This is an optimization exercise on Yosys and OpenROAD, whose aim is small area, not a production implementation. In this exercise RTL edits were held to simulation tests only and were not proved equivalent to the original. No activity file was given, so power comes from the tool's default toggle rates. No driver is modelled on the clock port, so clocking that relies on it looks cheaper here than on a real chip.

--- flow/run.sh ---
#!/bin/bash
# synth_recipe.tcl (not shown) runs the flow's synth.tcl, then flattens the netlist and writes it again
# the make line also repeats each setting of config.mk as NAME=value (left out here)
make -C /OpenROAD-flow-scripts/flow DESIGN_CONFIG=/design/flow/config.mk WORK_HOME=/design/flow/orfs CLKGATE_MAP_FILE= SYNTH_SCRIPT=/design/flow/synth_recipe.tcl finish
--- flow/config.mk ---
export PLATFORM = sky130hd
export DESIGN_NAME = rv_regfile_sb
export DESIGN_NICKNAME = rv_regfile_sb
export VERILOG_FILES = /design/flow/design.v
export SDC_FILE = /design/flow/constraint.sdc
export NUM_CORES = 4
export LEC_CHECK = 0
export CAP_MARGIN = 20
export CORE_MARGIN = 2
export CORE_UTILIZATION = 55
export CTS_BUF_LIST = sky130_fd_sc_hd__clkbuf_16
export CTS_CLUSTER_DIAMETER = 100
export CTS_CLUSTER_SIZE = 30
export PLACE_DENSITY = 0.65
export SLEW_MARGIN = 20
export SYNTH_HIERARCHICAL = 1
export SYNTH_MINIMUM_KEEP_SIZE = 0
--- flow/constraint.sdc ---
create_clock -name core_clock -period 7.0 [get_ports {clk}]
set_input_delay 1.4000 -clock core_clock [delete_from_list [all_inputs] [get_ports {clk}]]
set_output_delay 1.4000 -clock core_clock [all_outputs]
set_load 0.01 [all_outputs]
--- flow/design.v ---
`default_nettype none
module rv_regfile_sb #(
  parameter  int XLEN   = 32,
  parameter  int NREGS  = 32,
  parameter  int NRD    = 2,
  parameter  int BYPASS = 1,
  localparam int AW     = $clog2(NREGS)
) (
  input  logic                clk,
  input  logic                rst_n,
  input  logic [NRD*AW-1:0]   rd_addr,
  output logic [NRD*XLEN-1:0] rd_data,
  output logic [NRD-1:0]      rd_ready,
  input  logic                alloc_en,
  input  logic [AW-1:0]       alloc_addr,
  input  logic                wr_en,
  input  logic [AW-1:0]       wr_addr,
  input  logic [XLEN-1:0]     wr_data,
  input  logic                clear_req,
  output logic                clear_busy,
  output logic [NREGS-1:0]    pending
);
  localparam logic [AW-1:0] LAST_REG = AW'(NREGS - 1);
  logic                       busy_q;
  logic [AW-1:0]              cnt_q;
  logic [NREGS-1:0]           pend_q;
  logic [NREGS-1:0]           vld_q;
  logic [NREGS-1:1][XLEN-1:0] data_q;
  logic                       idle;
  logic [NREGS-1:0]           wsel;    
  logic [NREGS-1:0]           asel;    
  logic [NREGS-1:0]           csel;    
  logic [NREGS-1:0]           live;    
  assign idle       = !busy_q;
  assign clear_busy = busy_q;
  assign pending    = pend_q;
  always_comb begin
    for (int r = 0; r < NREGS; r++) begin
      wsel[r] = (r != 0) && idle && wr_en    && (wr_addr    == AW'(r));
      asel[r] = (r != 0) && idle && alloc_en && (alloc_addr == AW'(r));
      csel[r] = (r != 0) && busy_q           && (cnt_q      == AW'(r));
      live[r] = vld_q[r] && !((BYPASS != 0) && wsel[r]);
    end
  end
  always_ff @(posedge clk or negedge rst_n) begin
    if (!rst_n) begin
      busy_q <= 1'b0;
      cnt_q  <= '0;
    end else if (busy_q) begin
      busy_q <= (cnt_q != LAST_REG);
      cnt_q  <= cnt_q + 1'b1;
    end else if (clear_req) begin
      busy_q <= 1'b1;
      cnt_q  <= AW'(1);
    end
  end
  always_ff @(posedge clk or negedge rst_n) begin
    if (!rst_n) begin
      pend_q <= '0;
      vld_q  <= '0;
    end else begin
      for (int r = 0; r < NREGS; r++) begin
        if (asel[r])
          pend_q[r] <= 1'b1;
        else if (wsel[r] || csel[r])
          pend_q[r] <= 1'b0;
        if (wsel[r])
          vld_q[r] <= 1'b1;
        else if (csel[r])
          vld_q[r] <= 1'b0;
      end
    end
  end
  always_ff @(posedge clk) begin
    for (int r = 1; r < NREGS; r++)
      if (wsel[r]) data_q[r] <= wr_data;
  end
  for (genvar i = 0; i < NRD; i++) begin : g_rd
    logic [AW-1:0]    addr;
    logic             byp;
    logic [NREGS-1:0] rsel;
    logic [XLEN-1:0]  rdat;
    assign addr = rd_addr[i*AW +: AW];
    assign byp  = (BYPASS != 0) && (addr != '0) && idle && wr_en && (wr_addr == addr);
    logic [NREGS*XLEN-1:0] mdat;
    assign rsel[0] = byp;
    assign mdat[0 +: XLEN] = wr_data;
    for (genvar r = 1; r < NREGS; r++) begin : g_t
      assign rsel[r] = live[r] && (addr == AW'(r));
      assign mdat[r*XLEN +: XLEN] = data_q[r];
    end
    rv_regfile_sb_aomux #(.N(NREGS), .W(XLEN)) u_mux (
      .sel (rsel),
      .dat (mdat),
      .out (rdat)
    );
    assign rd_data[i*XLEN +: XLEN] = rdat;
    assign rd_ready[i] = idle && ((addr == '0) || byp || !pend_q[addr]);
  end
endmodule
module rv_regfile_sb_aomux #(
  parameter int N = 32,
  parameter int W = 32
) (
  input  logic [N-1:0]   sel,
  input  logic [N*W-1:0] dat,
  output logic [W-1:0]   out
);
  localparam int NG = N / 3;                    
  localparam int NR = N - 3 * NG;                
  localparam int NT = NG + (NR != 0);            
  for (genvar b = 0; b < W; b++) begin : g_bit
    logic [N-1:0]  d;
    logic [NT-1:0] gn;
    for (genvar i = 0; i < N; i++) begin : g_d
      assign d[i] = dat[i*W + b];
    end
    for (genvar g = 0; g < NG; g++) begin : g_grp
      rv_regfile_sb_ao3n u_ao (.s(sel[3*g +: 3]), .d(d[3*g +: 3]), .y(gn[g]));
    end
    if (NR != 0) begin : g_rem
      assign gn[NG] = !(|(sel[N-1:3*NG] & d[N-1:3*NG]));
    end
    rv_regfile_sb_nandn #(.N(NT)) u_or (.a(gn), .y(out[b]));
  end
endmodule
module rv_regfile_sb_ao3n (
  input  logic [2:0] s,
  input  logic [2:0] d,
  output logic       y
);
  assign y = !(|(s & d));
endmodule
module rv_regfile_sb_nandn #(
  parameter int N = 11
) (
  input  logic [N-1:0] a,
  output logic         y
);
  assign y = !(&a);
endmodule
`default_nettype wire
==> results of run 1 <==
[cell usage after synthesis, types with 3 or more instances]
cell type	number	area, sq um
and4_1	16	140.1
nor3_1	35	175.2
edfxtp_1	992	29790
buf_6	7	78.83
nand3b_1	4	30.03
o32ai_1	3	26.28
ha_1	6	75.07
mux4_2	8	180.2
mux2i_1	8	80.08
xor2_1	10	87.58
nor4b_1	8	70.07
o22ai_1	5	31.28
inv_1	35	131.4
o21ai_0	4	20.02
a21oi_1	3	15.01
or2_2	3	18.77
nor2_1	34	127.6
buf_1	5	18.77
nor4_1	9	56.30
a22oi_1	64	480.5
or3_1	67	419.2
nor2b_1	16	100.1
nand3_1	76	380.4
nand4_1	128	800.8
and2_1	6	37.54
buf_2	10	50.05
mux2_2	3	33.78
o2bb2ai_1	3	26.28
clkbuf_1	17	63.81
and3_1	5	31.28
a21o_1	8	60.06
a32o_1	24	240.2
dfrtp_1	68	1702
a222oi_1	640	6406
nand2_1	144	540.5
nand2b_1	11	68.82
[worst max-delay path: cells and delay by family]
kind	cells	cell delay, ns
buf+inv	3	1.47
compound gates	1	0.38
simple gates	6	2.04
[cells by family after synthesis]
logic type                 synth area share
xor gates and xnor gates           0.002453
other                            0.00008754
adders and majority gates          0.001752
muxes                              0.008090
AOI/OAI and AO/OA                    0.1733
and+or+nand+nor                     0.07109
buffers and inverters              0.008178
DFF                                  0.7351
[Yosys stat by module (local to each module, per instance), excerpt]
| module | area, sq um | cells | flip-flops and latches | copies in the design |
|---|---|---|---|---|
| rv_regfile_sb_ao3n | 10.01 | 1 | 0 | 640 |
| rv_regfile_sb | 34330 | 1539 | 1060 | 1 |
[power groups by stage]
stage / registers (uW) / clock network, uW / logic [uW]
4_1_cts: 7220 / 3020 / 1380
3_3_place_gp: 7360 / 0 / 1350
3_5_place_dp: 7370 / 0 / 1370
6_report: 7240 / 3040 / 1410
5_1_grt: 7240 / 3230 / 1470
2_1_floorplan: 7310 / 0 / 568
[sequential cells by signal, indices dropped and copies added (netlist names)]
name,count
vld_q,31
busy_q,1
cnt_q,5
data_q,992
pend_q,31
[layout make-up]
| class | count | share of cell area |
|---|---|---|
| flip-flops and latches | 1060 | 0.6323 |
| clock buffers | 43 | 0.02161 |
| repair buffers | 413 | 0.08735 |
| multi-input cells | 1376 | 0.2281 |
| inverters | 35 | 0.002814 |
| well taps | 1040 | 0.02613 |
| diodes | 2 | 0.0001005 |
| clock inverters | 7 | 0.001608 |
[final timing paths]
path,slack [ns],to
max,0.27,rd_data[26]
min,0.50,vld_q[12]
min in group asynchronous,0.98,pend_q[30]
max reg2reg,3.77,data_q[882]
max in group asynchronous,5.42,vld_q[3]
min reg2reg,0.50,vld_q[12]
[stage by stage]
step	total power, uW	setup slack, ns	std cells
floorplan	7875	0.03841	2511
global placement	8710	0.03662	3918
detailed placement	8739	0.4509	3921
CTS	11620	0.4388	3971
global route	11940	0.2585	3974
finish	11690	0.2679	3976
[routing by layer]
metal	share of wire	global-route usage	wire, um
met1	0.32	0.5577	56970
met2	0.43	0.6373	76140
met3	0.18	0.1522	31530
met4	0.077	0.2687	13750
met5	0.00058	0.001786	104
==> results.txt, run 1 <==
Logic synthesis
Summing every instance area after synthesis gives 0.04284 sq mm. The number of enable-type register cells in the synthesized netlist is 992. The per-instance average area after synthesis is 17.06 sq um.

The async set-reset flop share out of synthesis is 0.06415. The proportion of synthesized chip area in sequential cells is 0.7351. The Yosys warning count is 7. The cell count after synthesis is between 2000 and 3000. In this run, distinct cell masters in the synthesized netlist total 54. The flip-flop and latch count after synthesis is 1060. In the synthesized netlist the dominant register cell turns out to be edfxtp_1. Counting every net in the synthesized netlist gives approximately 2600.

Placed design
The wire-length estimate of the detail-placed layout is about 110000 um. The cell area after placement is ~0.049 sq mm. The number of port buffers is 154. The congestion estimate from routability-driven global placement came to just under 1.

Timing
Of the available clock period, the critical path in the final layout requires 0.9617. The worst slew margin relative to its limit is 0.1520. The actual slew at the worst max-slew pin is between 1 and 1.5 ns. The final number of max-transition violations is 0.

Setup repair after global routing left no endpoint under its margin. The summed negative setup slack over all endpoints is 0 ns. The number of endpoints with negative hold slack in the final report is 0.

The worst path needs between 6 and 7 ns of the cycle, external delays included. The tightest hold path in the finished design has a slack of ~0.5 ns. The setup skew after layout is between 0.03 and 0.04 ns. The total of endpoints with negative setup slack in the final report is 0. For this run, the top clock speed supported by timing is between 100 and 150 MHz.

Layout
The share of final-layout standard cells stronger than drive strength 1 is 0.1459. Once layout is done, the placed cells without fillers occupy between 0.04 and 0.05 sq mm. The final layout contains roughly 3000 nets. Measured on the finished design, the core utilization comes to 0.6440. The most common cell after layout, fill and taps aside is edfxtp_1. The area added between synthesis and finish is 16.26%.

The filler cells instantiated in the layout total between 5000 and 6000. The top cell types in the final layout, fill and taps aside, are edfxtp_1, a222oi_1, buf_4. The sequential cell area is 0.03149 sq mm.

Summing all multi-input logic gate instances after layout gives 0.01136 sq mm.

Run status
The run finished with no timing, DRC or antenna violations.

Setup path
Of all nets on the critical path, the largest fanout is 21. The cell type of the slowest stage on the worst timing path is clkdlybuf4s50_1. The critical path start-end classification is in2out.

The worst endpoint data arrival time is about 5.3 ns. The most prevalent standard cell on the critical path is clkdlybuf4s50_1. For this run, the slowest stage of the critical path takes around 0.60 ns. Walking the worst path, the cells encountered are clkdlybuf4s50_1 > nor2_1 > and3_1 > nand2_1 > and4_2 > buf_12 > a222oi_1 > nand4_1 > or3_1 > clkdlybuf4s50_1. The most critical setup path has its startpoint at wr_addr[0].

STA classifies the critical path endpoint as an output pin. The sort of element at the start of the critical path is an input pin. The startpoint of the worst register-to-register path is busy_q.

The number of cells traversed by the worst register-to-register path is 6. STA puts the critical path data required time at around 5.6 ns.

Clock network
The total clock buffers created by CTS is 42. The number of setup buffers added after CTS is 0. The tree built by TritonCTS fans out to between 1000 and 1500 sinks.

TritonCTS built the clock tree. The clock reaches the later pin of the worst-skew pair after between 0.6 and 0.7 ns. The clock transition at the register clock pins on the worst setup and hold paths after CTS is roughly 0.11 ns. CTS placed an instance of clkbuf_16 at the clock tree root. In this run, post-CTS repair resized a total of 0 instances. The number of hold-repair buffers added at the cts stage is 0. The count of H-tree levels built during CTS is 2. The maximum clock path buffer count is 3.

Pwr
The power per cell area is 234.6 mW/mm^2. The clock share of power is 0.260. For this design the total switching power over the nets is ~2900 uW. Of the total power, the share spent switching nets is 0.2500.

The sequential share of power is 0.619. The static power due to leakage is between 0.015 and 0.02 uW. The internal portion of total power is 8764 uW. The share of power burned in combinational logic is 0.120. The maximum resistive drop on vdd is ~0.22 mV.

Drt
For this block, the initial DRC count from the detailed router was between 9000 and 10000. For this block, the routed nets add up to around 180000 um of wire. The detail route stage leaves a number of antenna-violating nets equal to 0. The length of the first detailed-routing pass in iterations is 14. The average detailed-routed wire length per instance is 44.90 um.

Summing over every cut layer, the via total after detailed routing is around 34000. The number of remaining DRC errors is 0. Using the TritonRoute via totals, the vias-per-cell ratio works out to about 8.6.

Global route
For this run the aggregate overflow at the end of global routing stands at 0. The first-pass GRT wire length is 246700 um. The number of antenna violations at the first check in global routing is 10. The largest net degree at the start of global routing is between 60 and 70. The number of global-route vias before repair was ~34000. The total track usage is 0.4346.

Die
The area of the die is 0.08014 sq mm. From bottom edge to top edge, the die measures between 200 and 300 um. The horizontal extent of the die is 283.1 um. The area of the core region is 0.07734 sq mm. In this run the count of I/O pins placed on the die edge is 156. The initial utilization of the core area, before any placement, comes to 0.5539. The site row count is between 100 and 150.

Worst hold path
The worst hold path belongs to the class reg2reg. Along the worst hold path, the cell count comes to 1. In this run the most critical hold path is launched from vld_q[12].

Run
Max-cap violations in this run came to 0.
==> run 2, diff against run 1 <==
==> flow/flow/run.sh (new file) <==
#!/bin/bash
# Layout flow: the standard ORFS flow (standard.sh), unchanged synthesis,
# floorplan, power grid and routing, with two placement/CTS options changed:
#  - ports are buffered with the small sky130_fd_sc_hd__buf_1 (repair_design
#    still upsizes any that need it) instead of ORFS's default choice;
#  - clock tree synthesis does not insert dummy loads, with larger sink
#    clusters on clkbuf_16.
# The full output of make and every tool goes to flow_make.log here; ORFS
# keeps each step's own log under orfs/logs/.
set -euo pipefail
bash standard.sh \
  "BUFFER_PORTS_ARGS=-buffer_cell sky130_fd_sc_hd__buf_1" \
  "CTS_ARGS=-sink_clustering_enable -repair_clock_nets -dont_use_dummy_load -buf_list sky130_fd_sc_hd__clkbuf_16 -sink_clustering_size 30 -sink_clustering_max_diameter 100" \
  finish > flow_make.log 2>&1
==> flow/standard.sh (new file) <==
#!/bin/bash
# synth_recipe.tcl (not shown) runs the flow's synth.tcl, then flattens the netlist and writes it again
# the make line also repeats each setting of config.mk as NAME=value (left out here)
make -C /OpenROAD-flow-scripts/flow DESIGN_CONFIG=/design/flow/config.mk WORK_HOME=/design/flow/orfs CLKGATE_MAP_FILE= SYNTH_SCRIPT=/design/flow/synth_recipe.tcl "${@:-finish}"
removed: flow/run.sh
==> run 2 against run 1 <==
- highest routed layer unchanged
- final area down 5.2%
- critical path depth unchanged
- hold slack worse by 0.0053 ns
- largest cell class unchanged
- first-iteration DRC count down 2.2%
- still clean on timing, DRC and antenna
- register-to-register slack about the same
==> results.txt, run 2 <==
Layout
The number of standard cells in the layout, taps in and fillers out is around 3900. The library cell used most frequently in the layout, excluding fill and tap cells, is edfxtp_1. The largest register by flop count is data_q. The number of nets in the layout is 2888. The number of flip-flops under the largest register name is just under 1000. The area added between synthesis and finish is 10.21%. Leaving out fill and tap cells, the most frequent cells in the layout are edfxtp_1, a222oi_1, buf_1. The share of final-layout standard cells stronger than drive strength 1 is 0.1105. In the final layout, the registers with the most flip-flops are data_q (992), pend_q (31), vld_q (31).

Pwr
Across the VDD grid, the largest voltage drop is approximately 0.18 mV. The analysis attributes to cell leakage a power of ~0.015 uW. The power per cell area is roughly 240 mW/mm^2.

Global route
Global routing finished with a remaining overflow of 0. The first-pass GRT wire length is 232000 um. The number of global-route vias before repair is 32456. The total track usage is 0.4067. The largest net degree at the start of global routing is 69. The number of antenna violations at the first check in global routing is 3.

Clock network
The number of buffers added for setup after CTS is 0. The number of clock sinks is around 1100. The TritonCTS clock tree is built.

The number of gates given a new drive strength after cts is 0. The number of hold-repair buffers added at the cts stage is 0. The total clock buffers created by CTS is 42. The clock passes through at most 3 buffers.

The count of H-tree levels built during CTS is 2. The clock transition at the register clock pins on the worst setup and hold paths after CTS is around 0.12 ns. The tree is rooted in a clkbuf_16. The clock latency on the worst-skew pair is approximately 0.65 ns.

Timing
The number of endpoints with negative hold slack in the final report is 0. The summed negative setup slack over all endpoints is 0 ns. The final worst-path cycle share is 0.9397. The total of endpoints with negative setup slack in the final report is 0.

Setup slack on the critical path of the routed design comes to between 0.4 and 0.5 ns. At the pin with the least slew margin, the transition time is 1.281 ns. The maximum clock frequency is 152.0 MHz. The final number of max-transition violations is 0. The worst slew margin relative to its limit is 0.1458.

The post-route minimum period is around 6.6 ns. Setup repair after global routing left no endpoint under its margin. On the final layout, the worst clock skew is ~0.067 ns.

Worst hold path
The path class of the tightest hold or removal check is reg2reg. The path with the worst hold slack has its endpoint at vld_q[11]. In this run the most critical hold path is launched from vld_q[11]. Counting instances, the worst hold path has a depth of 2.

Die
The site row count is about 100. The floorplan step defined a die boundary enclosing 0.08014 sq mm. The horizontal extent of the die is roughly 280 um. The region available for standard cell placement spans ~0.077 sq mm.

The vertical die dimension is about 280 um. The starting density of the core is 0.5539. For this design the top-level I/O count stands at between 150 and 200.

Logic synthesis
The post-synthesis net count is approximately 2600. Of the post-synthesis cell area, the dominant cell type holds 0.6954. The number of enable-type register cells in the synthesized netlist is around 1000.

The Yosys warning count is 7. The synthesized netlist contains 54 unique library cells. Sorting the synthesized cells by how often they occur yields edfxtp_1, a222oi_1, nand2_1. The proportion of synthesized chip area in sequential cells is 0.7351.

After synthesis the cells add up to 0.04284 sq mm. Summed over all instances, the cell type with the most area after synthesis is edfxtp_1. The cell count after synthesis is about 2500. The prevailing post-synth register cell is edfxtp_1.

The most repeated cell in the gate-level netlist after synthesis is edfxtp_1. The synthesized design contains between 1000 and 1500 register bits. Averaged over all synthesized cells, the footprint is 17.06 sq um. Ranked by total cell area, the synthesized netlist is headed by edfxtp_1, a222oi_1, dfrtp_1, nand4_1, nand2_1. After synthesis, the share of flip-flops with an asynchronous set or reset is 0.06415.

Setup path
The number of cells traversed by the worst register-to-register path is 5. The largest single stage delay on the critical path is 0.74 ns. The kind of cell with the highest combined delay along the critical path is simple AND/OR/NAND/NOR gates. The sort of element at the start of the critical path is an input pin. The cell type of the slowest stage on the worst timing path is nor4b_1. Counting both buffers and inverters, the worst setup path holds a total of 3. The reg2reg setup slack is approximately 3.8 ns.

The signal on the critical path passes through buf_1 > nor4b_1 > nand2_1 > nand2_1 > nor3_2 > buf_4 > a222oi_1 > nand4_1 > or3_1 > buf_1. The critical path is of the in2out type. For the worst setup path, the data required time is roughly 5.6 ns. The worst endpoint data arrival time is around 5.2 ns.

In this run the critical register-to-register path is captured at data_q[758]. Of all nets on the critical path, the largest fanout is 32. The startpoint identified for the worst register-to-register timing path is busy_q.

The source of the critical timing path is wr_addr[4]. The element type at the critical path end is an output pin.

Drt
The final antenna-violating net count is 0. The average via count per standard cell is 8.548. The vias after detailed routing is 33055.

The average detailed-routed wire length per instance is ~43 um. After detailed routing, the total wire length is ~170000 um. In the routed design, unresolved DRC markers number 0.

The first-iteration detailed-routing DRC count is ~9000. For this run, the detailed router's first-pass iteration total came to 14.

Placed design
The cell total after placement is ~3800. The global placer's final weighted congestion is around 1.0. During placement, the flow inserted port buffers numbering 154.

Once detailed placement completed, the half-perimeter wirelength came to between 90000 and 100000 um. Before CTS, the worst setup slack after placement is about 0.72 ns.

Run status
The run finished with no timing, DRC or antenna violations.

Run
The max-cap check violation count is 0.
==> run 2: cell counts after synthesis <==
Identical to the previous run, type by type.
==> run 2: report_power, final <==
part           internal (uW)  switching (uW)
clock                   1090            1840
sequential              7060             161
combinational            366             820
total                   8510            2820
==> run 2: cells by family (layout without fill, tap and decap cells) <==
group,after synthesis,count (layout),share of synthesized area
AND/OR/NAND/NOR,568,568,0.07109
AO/OA/AOI/OAI,768,768,0.1733
XOR/XNOR,12,12,0.002453
buffers and inverters,75,387,0.008178
multiplexers,21,21,0.008090
other,1,5,0.00008754
adder cells (fa/ha/maj),6,6,0.001752
flip-flops,1060,1060,0.7351
==> run 2: cell type report <==
cell class | count | area, sq um
Sequential cell | 1060 | 31490
Fill cell | 5792 | 30130
Multi-Input combinational cell | 1376 | 11360
Timing Repair Buffer | 310 | 1862
Tap cell | 1040 | 1301
Clock buffer | 42 | 1051
Inverter | 35 | 135.1
Antenna cell | 4 | 10.01
==> run 2: metrics by stage <==
| stage | cell area (sq um) | hold slack (ns) | utilization | total power [uW] |
|---|---|---|---|---|
| CTS | 47190 | 0.4886 | 0.6102 | 11270 |
| detailed placement | 46140 | 0.4640 | 0.5966 | 8493 |
| global route | 47200 | 0.5136 | 0.6103 | 11600 |
| floorplan | 42850 | 0.4433 | - | 7875 |
| global placement | 46100 | 0.4618 | 0.5960 | 8463 |
| finish | 47210 | 0.4902 | 0.6105 | 11330 |
==> run 2: tightest hold or removal path: stages (launching register included) <==
cell	delay (ns)
dfrtp_1	0.37
nand2_1	0.05
nand2_1	0.05
==> run 2: modules after synthesis, one instance, submodules excluded, excerpt <==
module | times used | flops+latches | area [sq um] | cells inside
rv_regfile_sb | 1 | 1060 | 34330 | 1539
rv_regfile_sb_ao3n | 640 | 0 | 10.01 | 1
==> run 2: how the worst max path moves through the flow <==
stage,to,slack [ns],depth (start not counted)
CTS,rd_data[35],0.73,9
floorplan,rd_data[0],0.04,8
detailed placement,rd_data[35],0.72,9
global placement,rd_data[2],0.66,10
finish,rd_data[55],0.42,10
global route,rd_data[21],0.48,10
==> run 2: layer usage <==
layer,wire (um),GRT usage,vias up
li1,-,-,12539
met5,22,0.002976,-
met1,55030,0.5288,16233
met2,73340,0.6069,3551
met3,28740,0.1395,728
met4,10720,0.2173,4
==> run 3, diff against run 2 <==
--- a/flow/config.mk
+++ b/flow/config.mk
@@ -7,11 +7,11 @@
 export LEC_CHECK = 0
 export CAP_MARGIN = 20
 export CORE_MARGIN = 2
-export CORE_UTILIZATION = 55
+export CORE_UTILIZATION = 62
 export CTS_BUF_LIST = sky130_fd_sc_hd__clkbuf_16
 export CTS_CLUSTER_DIAMETER = 100
 export CTS_CLUSTER_SIZE = 30
-export PLACE_DENSITY = 0.65
+export PLACE_DENSITY = 0.72
 export SLEW_MARGIN = 20
 export SYNTH_HIERARCHICAL = 1
 export SYNTH_MINIMUM_KEEP_SIZE = 0
==> run 3 against run 2 <==
- register-to-register slack lost 0.26 ns
- combinational power about the same
- area after synthesis unchanged
- cell count shrank 4.4%
- total power fell by 0.59%
- largest cell class unchanged
- clock power fell by 2%
- flip-flop and latch count unchanged
- still clean on timing, DRC and antenna
- critical path depth is 1 lower
- clock skew rose by 0.0048 ns
==> results.txt, run 3 <==
Die
During I/O placement, the number of pins put on the boundary was between 150 and 200. For this configuration, the core starts out at a cell density of 0.6257. The site row count is between 90 and 100. The floorplan step set the die height to 266.9 um.

The die covers between 0.07 and 0.08 sq mm. The horizontal extent of the die is 266.9 um. The core region is just under 0.07 sq mm.

Clock network
The clock passes through at most 3 buffers. The clock latency on the worst-skew pair is 0.65 ns. The number of clock sinks is 1060. Clock tree synthesis inserted a total of 41 buffers. The TritonCTS clock tree is built. After clock tree synthesis, the flow added hold-fix buffers numbering 0. The count of H-tree levels built during CTS is 2. After clock tree synthesis, the clock-pin slew on the worst setup and hold paths is approximately 0.07 ns.

In this run the post-CTS setup repair buffer count came out at 0. CTS placed an instance of clkbuf_16 at the clock tree root. The number of gates given a new drive strength after cts is 0.

Logic synthesis
The number of enable-type register cells in the synthesized netlist is about 990. The number of distinct standard cells referenced by the synthesized netlist is 54. The most used flip-flop cell after synthesis is edfxtp_1. The proportion of synthesized chip area in sequential cells is 0.7351.

The flip-flop and latch count after synthesis is between 1000 and 1500. During synthesis, Yosys emitted a total of 7 warnings. The combined area of all synthesized cells is approximately 0.043 sq mm. The cell count after synthesis is 2511. Yosys instantiated no cell more often than edfxtp_1. The post-synthesis net count is 2574. A synthesized cell averages around 17 sq um. In the synthesized netlist the async set-or-reset flop fraction comes to 0.06415. The top cell type by total area after synthesis is edfxtp_1. After synthesis, the cell types taking the most area are edfxtp_1, a222oi_1, dfrtp_1, nand4_1, nand2_1.

Sorting the synthesized cells by how often they occur yields edfxtp_1, a222oi_1, nand2_1. The top cell type's share of synthesized area is 0.6954.

Global route
The first-pass GRT wire length is 231500 um. The remaining global-route overflow is 0. The largest net degree at the start of global routing is 69. In the global route stage, overall resource usage came out at 0.4659. The number of antenna violations at the first check in global routing was 3. The number of global-route vias before repair is 32543.

Drt
The average via count per standard cell is 9.120. Once detail routing completed, the nets flagged for antenna violations numbered 0. The first TritonRoute pass finished after 16 iterations.

Detailed routing placed a total of roughly 31000 um of wire on met3. The highest signal layer in the routed design is met5. The routed metal-1 wire length is ~52000 um. In this run, the number of DRC markers left after iteration 0 of detailed routing was between 10000 and 15000. The total length of routed met2 wires is roughly 71000 um. After detailed routing, the number of remaining DRC violations is 0. The vias after detailed routing is ~34000. In the final routed layout, each cell accounts on average for between 40 and 50 um. The detailed-route wire length is between 150000 and 200000 um.

Timing
The final number of max-transition violations came to 0. Setup repair after global routing left no endpoint under its margin. The summed negative setup slack over all endpoints is 0 ns. The actual slew at the worst max-slew pin is about 1.3 ns. The total of endpoints with negative setup slack in the final report is 0. The final worst-path cycle share is 0.9411. The setup skew after layout is ~0.07 ns. The number of endpoints with negative hold slack in the final report came to 0. Setup slack closes at slightly above 0.4 ns. The maximum clock frequency is about 150 MHz. The post-route minimum period is 6.588 ns. The worst slew margin relative to its limit is 0.1604.

Setup path
Data on the critical path is required at its endpoint by 5.60 ns. Data arrives at the worst endpoint at just over 5 ns. The critical path start-end classification is in2out. The element type at the critical path end is an output pin.

Of all nets on the critical path, the largest fanout is 32. The sort of element at the start of the critical path is an input pin.

Layout
For this run, the share of the core covered by cells in the final layout is 0.6842. The share of final-layout standard cells stronger than drive strength 1 is 0.1053. Leaving out fill and tap cells, the most frequent cells in the layout are edfxtp_1, a222oi_1, buf_1. In the final design database the tool counted ~2900 nets. The most common cell after layout, fill and taps aside is edfxtp_1. The area added between synthesis and finish is 9.343%.

The largest register by flop count is data_q. The number of flip-flops under the largest register name is 992. The largest registers in the layout are data_q (992), pend_q (31), vld_q (31). After filler insertion, the fill cell instance count of the layout stands at 4551. The number of standard cells in the layout, taps in and fillers out is between 3000 and 4000.

Pwr
The share of total power dissipated in sequential elements is 0.641. The share of total power dissipated in combinational logic is 0.103. The power dissipated by switching net loads is between 2000 and 3000 uW. The power per cell area is around 240 mW/mm^2. The share of total power consumed by net switching is 0.2471. The share of total power dissipated in the clock network is 0.256. The maximum resistive drop on vdd is 0.2286 mV. The internal portion of the total power is about 8500 uW. The static power due to leakage is between 0.01 and 0.015 uW.

Placed design
The wire-length estimate of the detail-placed layout is ~96000 um. The number of port buffers is roughly 150. Routability-driven placement finished with a final weighted congestion of between 1 and 1.5.

Once placement completed, the tool counted placed cells totaling between 3000 and 4000. Prior to clock tree synthesis, the placed netlist has a worst setup slack of between 0.6 and 0.7 ns.

Run status
The flow ran to the end and the layout has no timing, DRC or antenna violations.

Worst hold path
In this run the worst hold path is classified as reg2reg.

Run
Across the run, the number of max-cap violations was 0.
==> run 3: cell counts after synthesis <==
Identical to the previous run, type by type.
==> run 3: worst paths after layout <==
check,start,cells after the start,to,slack [ns]
max,wr_addr[3],9,rd_data[33],0.41
min,vld_q[27],2,vld_q[27],0.49
max reg2reg,busy_q,7,data_q[872],3.51
min reg2reg,vld_q[27],2,vld_q[27],0.49
max in group asynchronous,rst_n,2,vld_q[27],5.36
min in group asynchronous,rst_n,2,pend_q[14],1.01
==> run 3: metrics by stage <==
stage | power (uW) | hold slack (ns) | cell area (sq um)
2_1_floorplan | 7875 | 0.4433 | 42850
3_3_place_gp | 8428 | 0.4603 | 45710
3_5_place_dp | 8460 | 0.4645 | 45760
4_1_cts | 11170 | 0.4869 | 46790
5_1_grt | 11500 | 0.5116 | 46830
6_report | 11260 | 0.4855 | 46840
==> run 3: per-module statistics from Yosys, one instance, submodules excluded, excerpt <==
module | times used | cells inside
rv_regfile_sb_ao3n | 640 | 1
rv_regfile_sb | 1 | 1539
==> run 3: area by class of cell <==
cell class | instances | area, sq um | share of cell area
Antenna cell | 3 | 7.507 | 0.0001603
Clock buffer | 41 | 1026 | 0.02190
Timing Repair Buffer | 299 | 1734 | 0.03702
Sequential cell | 1060 | 31490 | 0.6723
Inverter | 35 | 141.4 | 0.003018
Multi-Input combinational cell | 1376 | 11340 | 0.2421
Tap cell | 882 | 1104 | 0.02356
==> run 3: power groups by stage <==
stage	registers (uW)	logic [uW]	clock network, uW
after floorplan	7310	568	0
after global placement	7350	1080	0
after detailed placement	7350	1110	0
after CTS	7210	1110	2850
after global routing	7230	1210	3050
final	7220	1160	2880
==> run 3: routing by layer <==
metal  GRT usage  up-vias
li1            -    12505
met2      0.6738     4025
met5     0.01317        -
met1      0.5857    16249
met3      0.1946      926
met4      0.2865        2
==> run 3: worst max-delay path, cell delays in order <==
cell      delay (ns)
buf_1           0.70
nand2_1         0.51
o21ai_0         0.51
nor3_2          0.10
buf_4           0.40
a222oi_1        0.49
nand4_1         0.28
or3_1           0.58
buf_1           0.20
==> run 3: cells by family (layout without fill, tap and decap cells) <==
kind of cell	count (synthesis)	count (layout)	synth area share
mux	21	21	0.008090
flops	1060	1060	0.7351
xor+xnor	12	12	0.002453
buf+inv	75	375	0.008178
simple gates	568	568	0.07109
other cells	1	4	0.00008754
fa+ha+maj	6	6	0.001752
compound gates	768	768	0.1733
==> run 4, diff against run 3 <==
--- a/flow/config.mk
+++ b/flow/config.mk
@@ -11,7 +11,7 @@
 export CTS_BUF_LIST = sky130_fd_sc_hd__clkbuf_16
 export CTS_CLUSTER_DIAMETER = 100
 export CTS_CLUSTER_SIZE = 30
-export PLACE_DENSITY = 0.72
+export PLACE_DENSITY = 0.82
 export SLEW_MARGIN = 20
 export SYNTH_HIERARCHICAL = 1
 export SYNTH_MINIMUM_KEEP_SIZE = 0
==> run 4 against run 3 <==
- still clean
- combinational power about the same
- die area unchanged
- hold slack improved by 0.0021 ns
- final area about the same
- critical endpoint is now rd_data[62]
- largest cell class unchanged
- largest power group unchanged
==> results.txt, run 4 <==
Logic synthesis
The synthesized-area fraction occupied by adder cells is 0.001752. The cell count after synthesis is 2511. edfxtp_1 is the most common cell in the netlist. The synthesized design contains roughly 1100 register bits.

The biggest area contributor in the post-synthesis netlist is edfxtp_1. After synthesis, the largest family of logic cells by area is compound AO/OA/AOI/OAI gates. The prevailing post-synth register cell is edfxtp_1.

The fraction of the mapped netlist area in compound gates came to 0.1733. Summing every instance area after synthesis gives 0.04284 sq mm. Sorting the synthesized cells by area gives the leading types as edfxtp_1, a222oi_1, dfrtp_1, nand4_1, nand2_1.

Ranked by instance count, the synthesized netlist is headed by edfxtp_1, a222oi_1, nand2_1. The share of synthesized area in the top cell type comes to 0.6954. Of the total synthesized cell area, the portion taken by XOR and XNOR cells is 0.002453. During synthesis, Yosys emitted a total of 7 warnings. The area fraction in and, or, nand and nor cells after synthesis is 0.07109.

The number of enable-type register cells in the synthesized netlist is 992. After synthesis, the share of cell area in mux cells is 0.008090. In the synthesized netlist the async set-or-reset flop fraction comes to 0.06415. Counting every net in the synthesized netlist gives between 2000 and 3000.

The proportion of synthesized chip area in sequential cells is 0.7351. The number of distinct standard cells referenced by the synthesized netlist is 54. Each instance of the synthesized netlist takes up on average 17.06 sq um.

Run status
The flow ran to the end and the layout has no timing, DRC or antenna violations.

Die
The vertical die dimension is roughly 270 um. The total I/O pin count is approximately 160. The site row count is 96. The core region is about 0.07 sq mm. For this configuration, the core starts out at a cell density of 0.6257. The area of the die is about 0.07 sq mm. The horizontal extent of the die is between 200 and 300 um.

Timing
Setup repair after global routing left no endpoint under its margin. For the pin with the worst max-slew slack, the measured transition is roughly 1.3 ns. The maximum clock frequency is approximately 150 MHz. On the final layout, the worst clock skew is roughly 0.052 ns. The number of endpoints with negative hold slack in the final report is 0. Setup violations remaining at the end of the flow were counted as 0. After layout, the minimum clock period comes to 6.587 ns. The final number of max-transition violations is 0. The worst slew margin relative to its limit is 0.1436. In the finished design, the share of the clock period the worst path needs comes to 0.9410. The summed negative setup slack over all endpoints is 0 ns.

Drt
The first TritonRoute pass finished after 13 iterations. The final route contains ~34000 vias. The first-iteration detailed-routing DRC count is about 10000. For this block, the routed nets add up to 160300 um of wire.

The count of nets left with antenna violations once routing finished came out at 0. In the final routed layout, each cell accounts on average for around 43 um. The average via count per standard cell is a little over 9. The number of remaining DRC errors is 0.

Layout
The number of standard cells in the layout, taps in and fillers out is 3691. The top cell types in the final layout, fill and taps aside, are edfxtp_1, a222oi_1, nand2_1. From synthesis to final layout, the design area changed by 9.320%. The share of final-layout standard cells stronger than drive strength 1 is 0.1030. The library cell used most frequently in the layout, excluding fill and tap cells, is edfxtp_1. The number of flip-flops under the largest register name is 992.

For this run, the post-layout net count is around 2900. More flip-flops sit in one register than any other, and that register is data_q. The largest registers in the layout are data_q (992), pend_q (31), vld_q (31).

Placed design
The number of port buffers is around 150. The post-DP HPWL is roughly 90000 um. Once placement completed, the tool counted placed cells totaling approximately 3600. The congestion estimate from routability-driven global placement came to 1.024.

Setup path
The end point of the critical path is rd_data[62]. The worst flop-to-flop path endpoint is data_q[285]. The critical path is of the in2out type. At the worst endpoint, the required time is ~5.6 ns. The largest fanout on the critical path is 15. In this run the critical register-to-register path is launched from busy_q. STA classifies the critical path startpoint as an input pin. The worst endpoint data arrival time is ~5.2 ns.

The reg2reg setup slack is about 4.0 ns. The element type at the critical path end is an output pin. The worst register-to-register path has a depth of 5. The critical path starts at rd_addr[6].

Pwr
The maximum resistive drop on vdd is approximately 0.19 mV. Power spread over the standard cell area amounts to roughly 240 mW/mm^2. The static power due to leakage is 0.01490 uW.

Clock network
The root buffer cell is clkbuf_16. The number of buffers added for setup after CTS is 0. No sink is reached through more buffers than the 3 on the longest clock path. For the worst-skew pair, the clock arrives at the later sink with an insertion delay of 0.65 ns. TritonCTS built the clock tree.

The total clock buffers created by CTS is 41. The count of H-tree levels built during CTS is 2. Clock-pin slew was measured on the worst setup and hold paths at 0.10 ns. Once the clock tree was built, the resizer swapped 0 gates to a different size. The clock net in this run drives a total of roughly 1100 sinks.

For this design, the CTS-stage hold fixing added 0 buffers.

Global route
For this run, global-route usage on met1 was measured as 0.5416. The number of antenna violations at the first check in global routing is 8. For this run, global-route usage on met2 was measured as 0.6448. Across every metal layer, demand over resource in global routing totals 0.4463. The number of global-route vias before repair is approximately 33000.

The largest net degree at the start of global routing is about 70. For met3 alone, demand over resource in global routing was 0.1881. Global routing finished with a remaining overflow of 0.

The most used routing layer is met2. The first-pass GRT wire length is approximately 230000 um.

Worst hold path
The path class of the lowest-slack min-delay path is reg2reg. The start point of the worst min-delay path is vld_q[7].

Run
The max-cap check violation count is 0.
## run 4: layout make-up
type | count | area (sq um)
well taps | 882 | 1104
multi-input cells | 1376 | 11340
flip-flops and latches | 1060 | 31490
inverters | 35 | 135.1
diodes | 3 | 7.507
repair buffers | 294 | 1732
clock buffers | 41 | 1026
fillers | 4402 | 21630
## run 4: how the worst min path moves through the flow
stage / cells past startpoint / end / slack, ns
CTS: 2 / vld_q[31] / 0.49
finish: 2 / vld_q[7] / 0.49
detailed placement: 1 / vld_q[12] / 0.47
global route: 2 / vld_q[22] / 0.52
floorplan: 1 / vld_q[12] / 0.44
global placement: 1 / vld_q[12] / 0.46
## run 4: metal layers
layer | part of all wire | vias up
met5 | 0.00027 | -
met4 | 0.095 | 6
met3 | 0.20 | 1167
met2 | 0.42 | 4366
met1 | 0.29 | 15834
li1 | - | 12500
## run 4: where the power goes
| part | switching (uW) | internal (uW) |
|---|---|---|
| sequential | 148 | 7060 |
| combinational | 800 | 362 |
| clock | 1800 | 1060 |
| total | 2750 | 8480 |
## run 4: Yosys stat by module, one instance, submodules excluded, excerpt
| module | flops+latches | copies in the design | cell area (sq um) |
|---|---|---|---|
| rv_regfile_sb | 1060 | 1 | 34330 |
| rv_regfile_sb_ao3n | 0 | 640 | 10.01 |
## run 4: critical path, cell delays in order
cell,delay (ns)
buf_1,0.68
inv_1,0.29
nor3_1,0.58
and4_1,0.95
buf_4,0.44
a222oi_1,0.19
nand4_1,0.25
or3_1,0.20
buf_1,0.19
## run 4: metrics by stage
step	total power, uW	hold WS [ns]	setup WS [ns]	utilization	area [sq um]
after CTS	11130	0.4905	0.8318	0.6834	46790
after floorplan	7875	0.4433	0.03841	-	42850
after detailed placement	8450	0.4663	0.8358	0.6684	45760
final	11230	0.4876	0.4132	0.6840	46830
after global routing	11430	0.5162	0.5266	0.6839	46830
after global placement	8408	0.4615	0.8567	0.6681	45750
## run 4: cell families after synthesis
family / count (synthesis)
AND/OR/NAND/NOR: 568
buffers and inverters: 75
multiplexers: 21
adder cells (fa/ha/maj): 6
XOR/XNOR: 12
other: 1
AO/OA/AOI/OAI: 768
flip-flops: 1060
==> run 5, diff against run 4 <==
--- a/flow/config.mk
+++ b/flow/config.mk
@@ -7,11 +7,11 @@
 export LEC_CHECK = 0
 export CAP_MARGIN = 20
 export CORE_MARGIN = 2
-export CORE_UTILIZATION = 62
+export CORE_UTILIZATION = 68
 export CTS_BUF_LIST = sky130_fd_sc_hd__clkbuf_16
 export CTS_CLUSTER_DIAMETER = 100
 export CTS_CLUSTER_SIZE = 30
-export PLACE_DENSITY = 0.82
+export PLACE_DENSITY = 0.78
 export SLEW_MARGIN = 20
 export SYNTH_HIERARCHICAL = 1
 export SYNTH_MINIMUM_KEEP_SIZE = 0
==> run 5 against run 4 <==
- cell count shrank 0.81%
- clock skew grew 0.021 ns
- area after synthesis is the same
- sequential share of layout area is essentially flat
- still clean
- clock power grew 2%
- critical path type unchanged
- final area is essentially flat
- maximum frequency grew 1.9%
- synthesized cell count is the same
- register-to-register slack lost 0.24 ns
==> results.txt, run 5 <==
Run status
The run finished with no timing, DRC or antenna violations.

Logic synthesis
Of the total synthesized cell area, the portion taken by XOR and XNOR cells is 0.002453. Of the total synthesized cell area, the portion taken by AND, OR, NAND and NOR gates is 0.07109. In the post-synthesis netlist, the biggest area contributors are edfxtp_1, a222oi_1, dfrtp_1, nand4_1, nand2_1. By count the netlist is led by edfxtp_1, a222oi_1, nand2_1. The number of enable-type register cells in the synthesized netlist is between 900 and 1000. Of all cell types, the one taking the most synthesized area is edfxtp_1. The Yosys warning count is 7. The largest family of logic cells by synthesized area is compound AO/OA/AOI/OAI gates. The synthesized-area fraction occupied by adder cells is 0.001752. The prevailing post-synth register cell is edfxtp_1. Of the post-synthesis cell area, the dominant cell type holds 0.6954. The cell count after synthesis is around 2500. Counting flops and latches in the post-synthesis netlist gives between 1000 and 1500.

Among all cell types in the netlist, the one instantiated most often is edfxtp_1. The fraction of the mapped netlist area in compound gates is 0.1733. The async set-reset flop share out of synthesis is 0.06415. The combined area of all synthesized cells is roughly 0.043 sq mm. After synthesis, the share of cell area in mux cells is 0.008090.

When the netlist entered floorplanning its net count stood at approximately 2600. The per-instance average area after synthesis is 17.06 sq um. The number of different library cells used by synthesis comes to 54. The proportion of synthesized chip area in sequential cells is 0.7351.

Timing
On the final layout, the worst clock skew is about 0.072 ns. The worst path needs roughly 6.5 ns of the cycle, external delays included. The final worst-path cycle share is 0.9236. In the post-route analysis, the smallest setup slack over all paths is roughly 0.53 ns. On the final layout, the worst hold slack is between 0.4 and 0.5 ns. Based on the critical path, the design can be clocked at up to ~150 MHz. The worst pin sits at a relative slew slack of 0.1253.

The actual slew at the worst max-slew pin is 1.312 ns. The total of endpoints with negative setup slack in the final report is 0. The final number of max-transition violations is 0. The number of endpoints with negative hold slack in the final report came to 0. Setup repair after global routing left no endpoint under its margin. For the final routed database, the setup TNS stands at 0 ns.

Layout
In the final layout, the registers with the most flip-flops are data_q (992), pend_q (31), vld_q (31). The register with the most flip-flops in the layout has ~1000 of them. The share of final-layout standard cells stronger than drive strength 1 is 0.1064. In the layout the commonest cells are edfxtp_1, a222oi_1, buf_1. More flip-flops sit in one register than any other, and that register is data_q. The final design area excluding fillers is ~0.047 sq mm. The most common cell after layout, fill and taps aside is edfxtp_1. Relative to the synthesized area, the layout overhead comes to 9.393%. Once layout is complete, the utilization of the core stands at 0.7484. The number of nets in the layout is approximately 2900.

Clock network
The count of H-tree levels built during CTS is 2. In this run, CTS created clock tree buffers numbering 42. CTS saw ~1100 sinks.

After clock tree synthesis, the setup repair step added 0 buffers. Clock-pin slew was measured on the worst setup and hold paths at between 0.1 and 0.15 ns. The clock passes through at most 3 buffers. The number of gates given a new drive strength after cts is 0.

In this run the clock root is driven by a clkbuf_16. The TritonCTS clock tree is built. The later pin in the worst-skew pair is clocked with a latency of between 0.6 and 0.7 ns. Hold repair after CTS inserted 0 buffers.

Setup path
The largest fanout on the critical path is 26. The reg2reg setup slack is 3.76 ns. The worst flop-to-flop path endpoint is data_q[423].

The worst setup path is captured at an output pin. STA puts the critical path data arrival time at just over 5 ns. In this run the critical register-to-register path is launched from busy_q. The number of cells traversed by the worst register-to-register path is 6. The worst setup path is of the in2out kind. At the worst endpoint, the required time is 5.60 ns. The sort of element at the start of the critical path is an input pin.

Die
The die is 255.0 um wide. The total area inside the core boundary comes to approximately 0.063 sq mm. The area of the die is around 0.065 sq mm. The site row count is 92. The total I/O pin count is around 160.

The starting density of the core is 0.6841. The floorplan step set the die height to roughly 250 um.

Placed design
The global placer's final weighted congestion is a little over 1. The HPWL after detailed placement is 94130 um. After detailed placement, the total cell area comes to approximately 0.046 sq mm. Port buffering added between 150 and 200 buffers. OpenSTA, run right after detailed placement, puts the worst setup slack at between 0.8 and 0.9 ns.

Run
The max-cap check violation count is 0.

Worst hold path
The path class of the lowest-slack min-delay path is reg2reg. Along the worst hold path, the cell count comes to 2. The worst hold path terminates at vld_q[20]. The start point of the worst min-delay path is vld_q[20].

Drt
After detailed routing, the average wire length per cell comes to approximately 46 um. The average via count per standard cell is 9.436. The first-iteration detailed-routing DRC count is 10544. The first TritonRoute pass finished after 22 iterations.

The detail route stage leaves a number of antenna-violating nets equal to 0. For this run, design rule violations remaining after detail routing come to 0. Summing over every cut layer, the via total after detailed routing is 34545. The detailed-route wire length is around 170000 um.

Pwr
Cell internal power was estimated by the tool at roughly 8500 uW. The power dissipated by switching net loads is 2830 uW. The clock share of power is 0.258. The static power due to leakage is approximately 0.015 uW. The share of total power consumed by net switching is 0.2496.

The maximum resistive drop on vdd is 0.2348 mV. Power spread over the standard cell area amounts to 242.0 mW/mm^2. The share of total power dissipated in combinational logic is 0.105. The sequential share of power is 0.637.

Global route
The number of global-route vias before repair is 34006. For this run, the total global-route usage over all layers was measured as 0.5149. The first-pass GRT wire length is 232000 um. Entering global routing, the biggest net connects between 60 and 70 pins.

The number of antenna violations at the first check in global routing is 4. The remaining global-route overflow is 0.
## run 5: area by class of cell
type                    count  area, sq um
fillers                  3854        15760
repair buffers            297         1760
diodes                      5        12.51
well taps                 846         1059
clock buffers              42         1051
flip-flops and latches   1060        31490
inverters                  35        136.4
multi-input cells        1376        11350
## run 5: how the worst max path moves through the flow
stage / from / endpoint / slack [ns]
2_1_floorplan: wr_addr[1] / rd_data[0] / 0.04
3_3_place_gp: wr_addr[3] / rd_data[62] / 0.84
3_5_place_dp: wr_addr[3] / rd_data[13] / 0.81
4_1_cts: wr_addr[3] / rd_data[13] / 0.81
5_1_grt: wr_addr[3] / rd_data[13] / 0.49
6_report: wr_addr[2] / rd_data[13] / 0.53
## run 5: cells by family after synthesis
kind of cell	after synthesis
other cells	1
flops	1060
buf+inv	75
compound gates	768
xor+xnor	12
mux	21
simple gates	568
fa+ha+maj	6
## run 5: Yosys stat by module (local to each module, per instance), excerpt
module	area, sq um	cells inside	times used
rv_regfile_sb_ao3n	10.01	1	640
rv_regfile_sb	34330	1539	1
## run 5: layer usage
layer / vias to the layer above / track usage / wire, um
met4: 7 / 0.3509 / 15010
met3: 1181 / 0.2565 / 34420
met1: 16363 / 0.6373 / 49820
met2: 4493 / 0.7113 / 69210
li1: 12501 / - / -
met5: - / 0.01278 / 161
## run 5: power groups by stage
stage / Combinational (uW) / Clock [uW] / Sequential [uW]
finish: 1190 / 2930 / 7230
global placement: 1090 / 0 / 7350
detailed placement: 1120 / 0 / 7350
global route: 1240 / 3060 / 7230
floorplan: 568 / 0 / 7310
CTS: 1120 / 2860 / 7210
## run 5: through the flow
step / std cells / total power (uW)
6_report: 3661 / 11340
5_1_grt: 3656 / 11540
4_1_cts: 3653 / 11200
3_5_place_dp: 3611 / 8473
3_3_place_gp: 3609 / 8438
2_1_floorplan: 2511 / 7875
## run 5: critical path, stage by stage
cell	delay, ns
buf_1	0.54
nor2b_1	0.21
buf_4	0.18
nand2_1	0.22
and4_2	0.69
buf_4	0.37
a222oi_1	0.53
nand4_1	0.34
or3_1	0.44
buf_1	0.13
==> run 6, diff against run 5 <==
--- a/flow/flow/run.sh
+++ b/flow/flow/run.sh
@@ -4,11 +4,14 @@
 #  - ports are buffered with the small sky130_fd_sc_hd__buf_1 (repair_design
 #    still upsizes any that need it) instead of ORFS's default choice;
 #  - clock tree synthesis does not insert dummy loads, with larger sink
-#    clusters on clkbuf_16.
+#    clusters on clkbuf_16;
+#  - after global routing, ORFS's power recovery (RECOVER_POWER) downsizes
+#    gates on paths that have slack to spare.
 # The full output of make and every tool goes to flow_make.log here; ORFS
 # keeps each step's own log under orfs/logs/.
 set -euo pipefail
 bash standard.sh \
   "BUFFER_PORTS_ARGS=-buffer_cell sky130_fd_sc_hd__buf_1" \
   "CTS_ARGS=-sink_clustering_enable -repair_clock_nets -dont_use_dummy_load -buf_list sky130_fd_sc_hd__clkbuf_16 -sink_clustering_size 30 -sink_clustering_max_diameter 100" \
+  RECOVER_POWER=100 \
   finish > flow_make.log 2>&1
--- a/flow/config.mk
+++ b/flow/config.mk
@@ -7,11 +7,11 @@
 export LEC_CHECK = 0
 export CAP_MARGIN = 20
 export CORE_MARGIN = 2
-export CORE_UTILIZATION = 68
+export CORE_UTILIZATION = 55
 export CTS_BUF_LIST = sky130_fd_sc_hd__clkbuf_16
 export CTS_CLUSTER_DIAMETER = 100
 export CTS_CLUSTER_SIZE = 30
-export PLACE_DENSITY = 0.78
+export PLACE_DENSITY = 0.65
 export SLEW_MARGIN = 20
 export SYNTH_HIERARCHICAL = 1
 export SYNTH_MINIMUM_KEEP_SIZE = 0
==> run 6 against run 5 <==
- largest cell class unchanged
- clock skew shrank 0.0066 ns
- area after synthesis unchanged
- final area about the same
- now fails the layout checks on capacitance limit, slew limit
- non-clock buffer count up 13
- synthesized cell count unchanged
- clock power hardly changed
- wire length decreased by 0.40%
- worst setup slack lost 0.27 ns
- critical path type unchanged
==> results.txt, run 6 <==
Die
The area of the core region is roughly 0.077 sq mm. The site row count is slightly above 100. The die is 283.1 um wide. The die is around 280 um tall. The total I/O pin count is 156. The starting density of the core is 0.5539. The floorplan step defined a die boundary enclosing roughly 0.08 sq mm.

Drt
The detailed-route wire length is 167900 um. Before antenna repair, the detailed router went through 15 iterations. The average via count per standard cell is 8.522. The average detailed-routed wire length per instance is between 40 and 50 um.

The vias after detailed routing is 32938. Once detail routing completed, the nets flagged for antenna violations numbered 0. After the first detailed-routing iteration, the DRC count stood at 9050. After detailed routing, the number of remaining DRC violations is 0.

Clock network
Counting every sink on the clock net gives between 1000 and 1500. The root buffer cell is clkbuf_16. The number of gates given a new drive strength after cts is 0. The clock latency on the worst-skew pair is roughly 0.64 ns. The TritonCTS clock tree is built. The total clock buffers created by CTS is between 40 and 50.

The number of buffers added for setup after CTS is 0. Clock-pin slew was measured on the worst setup and hold paths at approximately 0.11 ns. The number of hold-repair buffers added at the cts stage is 0. The longest clock path from root to sink contains 3 buffers. The H-tree generated during clock tree synthesis spans 2 levels.

Logic synthesis
Of the synthesized area, sequential elements account for 0.7351. The number of distinct standard cells referenced by the synthesized netlist is 54. Synthesis handed over a netlist of 2511 instances. The largest total area in the synthesized netlist belongs to edfxtp_1.

Of the post-synthesis cell area, the dominant cell type holds 0.6954. In this run the mean area of a mapped cell was ~17 sq um. By area the synthesized netlist is led by edfxtp_1, a222oi_1, dfrtp_1, nand4_1, nand2_1.

The Yosys warning count is 7. The post-synthesis net count is between 2000 and 3000. The flip-flop and latch count after synthesis is between 1000 and 1500. The async set-reset flop share out of synthesis is 0.06415. In this run, synthesis inferred just under 1000 flip-flops with an integrated enable. The prevailing post-synth register cell is edfxtp_1. Summing every instance area after synthesis gives ~0.043 sq mm. The commonest cells after synthesis are edfxtp_1, a222oi_1, nand2_1. The most repeated cell in the gate-level netlist after synthesis is edfxtp_1.

Placed design
The post-DP HPWL is 98910 um. At the placement stage, the worst setup path has a slack of about 0.72 ns. Port buffering added 154 buffers. The global placer's final weighted congestion is roughly 1.0.

Pwr
The static power due to leakage is between 0.01 and 0.015 uW. Total power for the finished layout comes to around 11000 uW. VDD sags by at most roughly 0.18 mV.

In this run the power density over the cells is between 200 and 250 mW/mm^2.

Run
The max-cap check violation count is 43.

Setup path
Data on the critical path arrives at its endpoint at between 5 and 6 ns. Walking the worst path, the cells encountered are clkbuf_1 > nand3b_1 > nor3_1 > nand2_1 > and4_1 > clkbuf_2 > a222oi_1 > nand4_1 > or3_1 > buf_1. The slowest stage of the critical path is the and4_1 cell.

The required arrival time at the worst endpoint is 5.60 ns. The sort of element at the start of the critical path is an input pin. The largest fanout on the critical path is 17. The worst setup path is of the in2out kind. The element type at the critical path end is an output pin. The maximum single-stage delay on the critical path is slightly below 0.6 ns.

Layout
The number of flip-flops under the largest register name is around 990. Of the cells placed in the final design, the portion with a size suffix greater than 1 is 0.07581. Leaving out fill and tap cells, the most frequent cells in the layout are edfxtp_1, a222oi_1, nand2_1, buf_1, nand4_1. The utilization of the core after routing is 0.6061. Ranked by flip-flop count, first place goes to data_q. The largest registers in the layout are data_q (992), pend_q (31), vld_q (31). From synthesis to final layout, the design area changed by 9.431%.

The most common cell after layout, fill and taps aside is edfxtp_1. The number of nets in the layout is ~2900.

Global route
The number of antenna violations at the first check in global routing came to 3. The remaining global-route overflow is 0. The first-pass GRT wire length is 232000 um.

For this run, the total global-route usage over all layers was measured as 0.4067. The number of global-route vias before repair was between 30000 and 40000. Entering global routing, the biggest net connects between 60 and 70 pins.

Worst hold path
The path class of the lowest-slack min-delay path is reg2reg.

Timing
Setup slack on the critical path of the routed design comes to approximately 0.26 ns. The actual slew at the worst max-slew pin is ~3.8 ns. The final number of max-transition violations is between 1000 and 1500. The worst pin sits at a relative slew slack of -1.552. Setup repair after global routing left no endpoint under its margin. Of the available clock period, the critical path in the final layout requires 0.9628. Static timing analysis puts the maximum clock frequency at around 150 MHz. The number of endpoints with negative hold slack in the final report is 0. The summed negative setup slack over all endpoints is 0 ns. The total of endpoints with negative setup slack in the final report is 0. Hold timing on the final database bottoms out at a slack of around 0.5 ns. The setup skew after layout is around 0.066 ns. The worst path needs between 6 and 7 ns of the cycle, external delays included.

Run status
The layout checks failed on capacitance limit, slew limit. The run finished, with violations left.
-- run 6: changes by cell type in the layout (fill, tap and decap cells not counted), sizes merged --
cell and delta:
diode -3, clkinv +10, inv -13, clkinvlp +3
buf -56, clkbuf +69
-- run 6: power breakdown --
part | internal, uW | switching (uW)
logic | 355 | 817
clock network | 1090 | 1830
registers | 7060 | 161
total | 8510 | 2810
-- run 6: final cells by class --
| type | count | area, sq um |
|---|---|---|
| Antenna cell | 2 | 5.005 |
| Clock buffer | 42 | 1051 |
| Fill cell | 5853 | 30460 |
| Multi-Input combinational cell | 1376 | 11290 |
| Timing Repair Buffer | 310 | 1604 |
| Sequential cell | 1060 | 31490 |
| Tap cell | 1040 | 1301 |
| Inverter | 35 | 135.1 |
-- run 6: per-module statistics from Yosys, one instance, submodules excluded, a selection --
module / cell area [sq um] / cells / flops+latches / copies in the design
rv_regfile_sb_ao3n: 10.01 / 1 / 0 / 640
rv_regfile_sb: 34330 / 1539 / 1060 / 1
-- run 6: path summary, 6_finish.rpt --
check	start	end	slack, ns	depth (start not counted)
max in group asynchronous	rst_n	pend_q[15]	2.61	2
max	wr_addr[0]	rd_data[50]	0.26	10
min in group asynchronous	rst_n	pend_q[25]	2.21	2
min	vld_q[26]	vld_q[26]	0.49	2
max reg2reg	busy_q	data_q[443]	1.94	6
min reg2reg	vld_q[26]	vld_q[26]	0.49	2
-- run 6: cell families (layout without fill, tap and decap cells) --
group / after synthesis / after routing / share of synthesized area
AOI/OAI and AO/OA: 768 / 768 / 0.1733
xor gates and xnor gates: 12 / 12 / 0.002453
adders and majority gates: 6 / 6 / 0.001752
buffers and inverters: 75 / 387 / 0.008178
DFF: 1060 / 1060 / 0.7351
muxes: 21 / 21 / 0.008090
other: 1 / 3 / 0.00008754
and+or+nand+nor: 568 / 568 / 0.07109
-- run 6: metal layers --
layer  wire length [um]  vias up  GRT usage
met1              54680    16130     0.5288
met4              11180        2     0.2173
met5                 10        -   0.002976
li1                   -    12526          -
met2              72940     3512     0.6069
met3              29130      768     0.1395
-- run 6: critical path: cells and delay by family --
family          cells  cell delay, ns
compound gates      1            0.53
buf+inv             3            1.09
simple gates        6            2.27
-- run 6: stage by stage --
step | cells | cell area (sq um)
floorplan | 2511 | 42850
global placement | 3819 | 46100
detailed placement | 3821 | 46140
CTS | 3863 | 47190
global route | 3863 | 46870
finish | 3865 | 46880

-- what the ideal ports hide --
The flow's constraints put no driver on any port. The routed layouts listed below were extracted and timed again, unchanged, in two steps. Step 1, drivers: a clkbuf_16 drives clk and a buf_2 each remaining input, both assumed. Step 2, shift: input delay + t, output delay - t, t = (earliest + latest rising clock arrival at the registers) / 2. This alone moves slack from input paths to output paths. Slacks: no drivers / after step 1 / after step 2; pairs: no drivers / after step 1.
run | t, ns | setup slack, ns | worst setup path at the end | worst register clock-pin slew, ns
run 1 | 0.703 | 0.268 / 0.218 / 0.218 | input to output | 0.12 / 0.12
run 2 | 0.682 | 0.422 / 0.391 / 0.391 | input to output | 0.12 / 0.12
run 3 | 0.684 | 0.412 / 0.361 / 0.361 | input to output | 0.12 / 0.12
run 4 | 0.683 | 0.413 / 0.386 / 0.386 | input to output | 0.11 / 0.11
run 5 | 0.670 | 0.535 / 0.504 / 0.504 | input to output | 0.12 / 0.12
run 6 | 0.679 | 0.261 / 0.226 / 0.226 | input to output | 0.12 / 0.12
For run 3, which loses most, drivers alone change the setup slack by -0.051 ns; drivers and shift together by -0.051 ns.
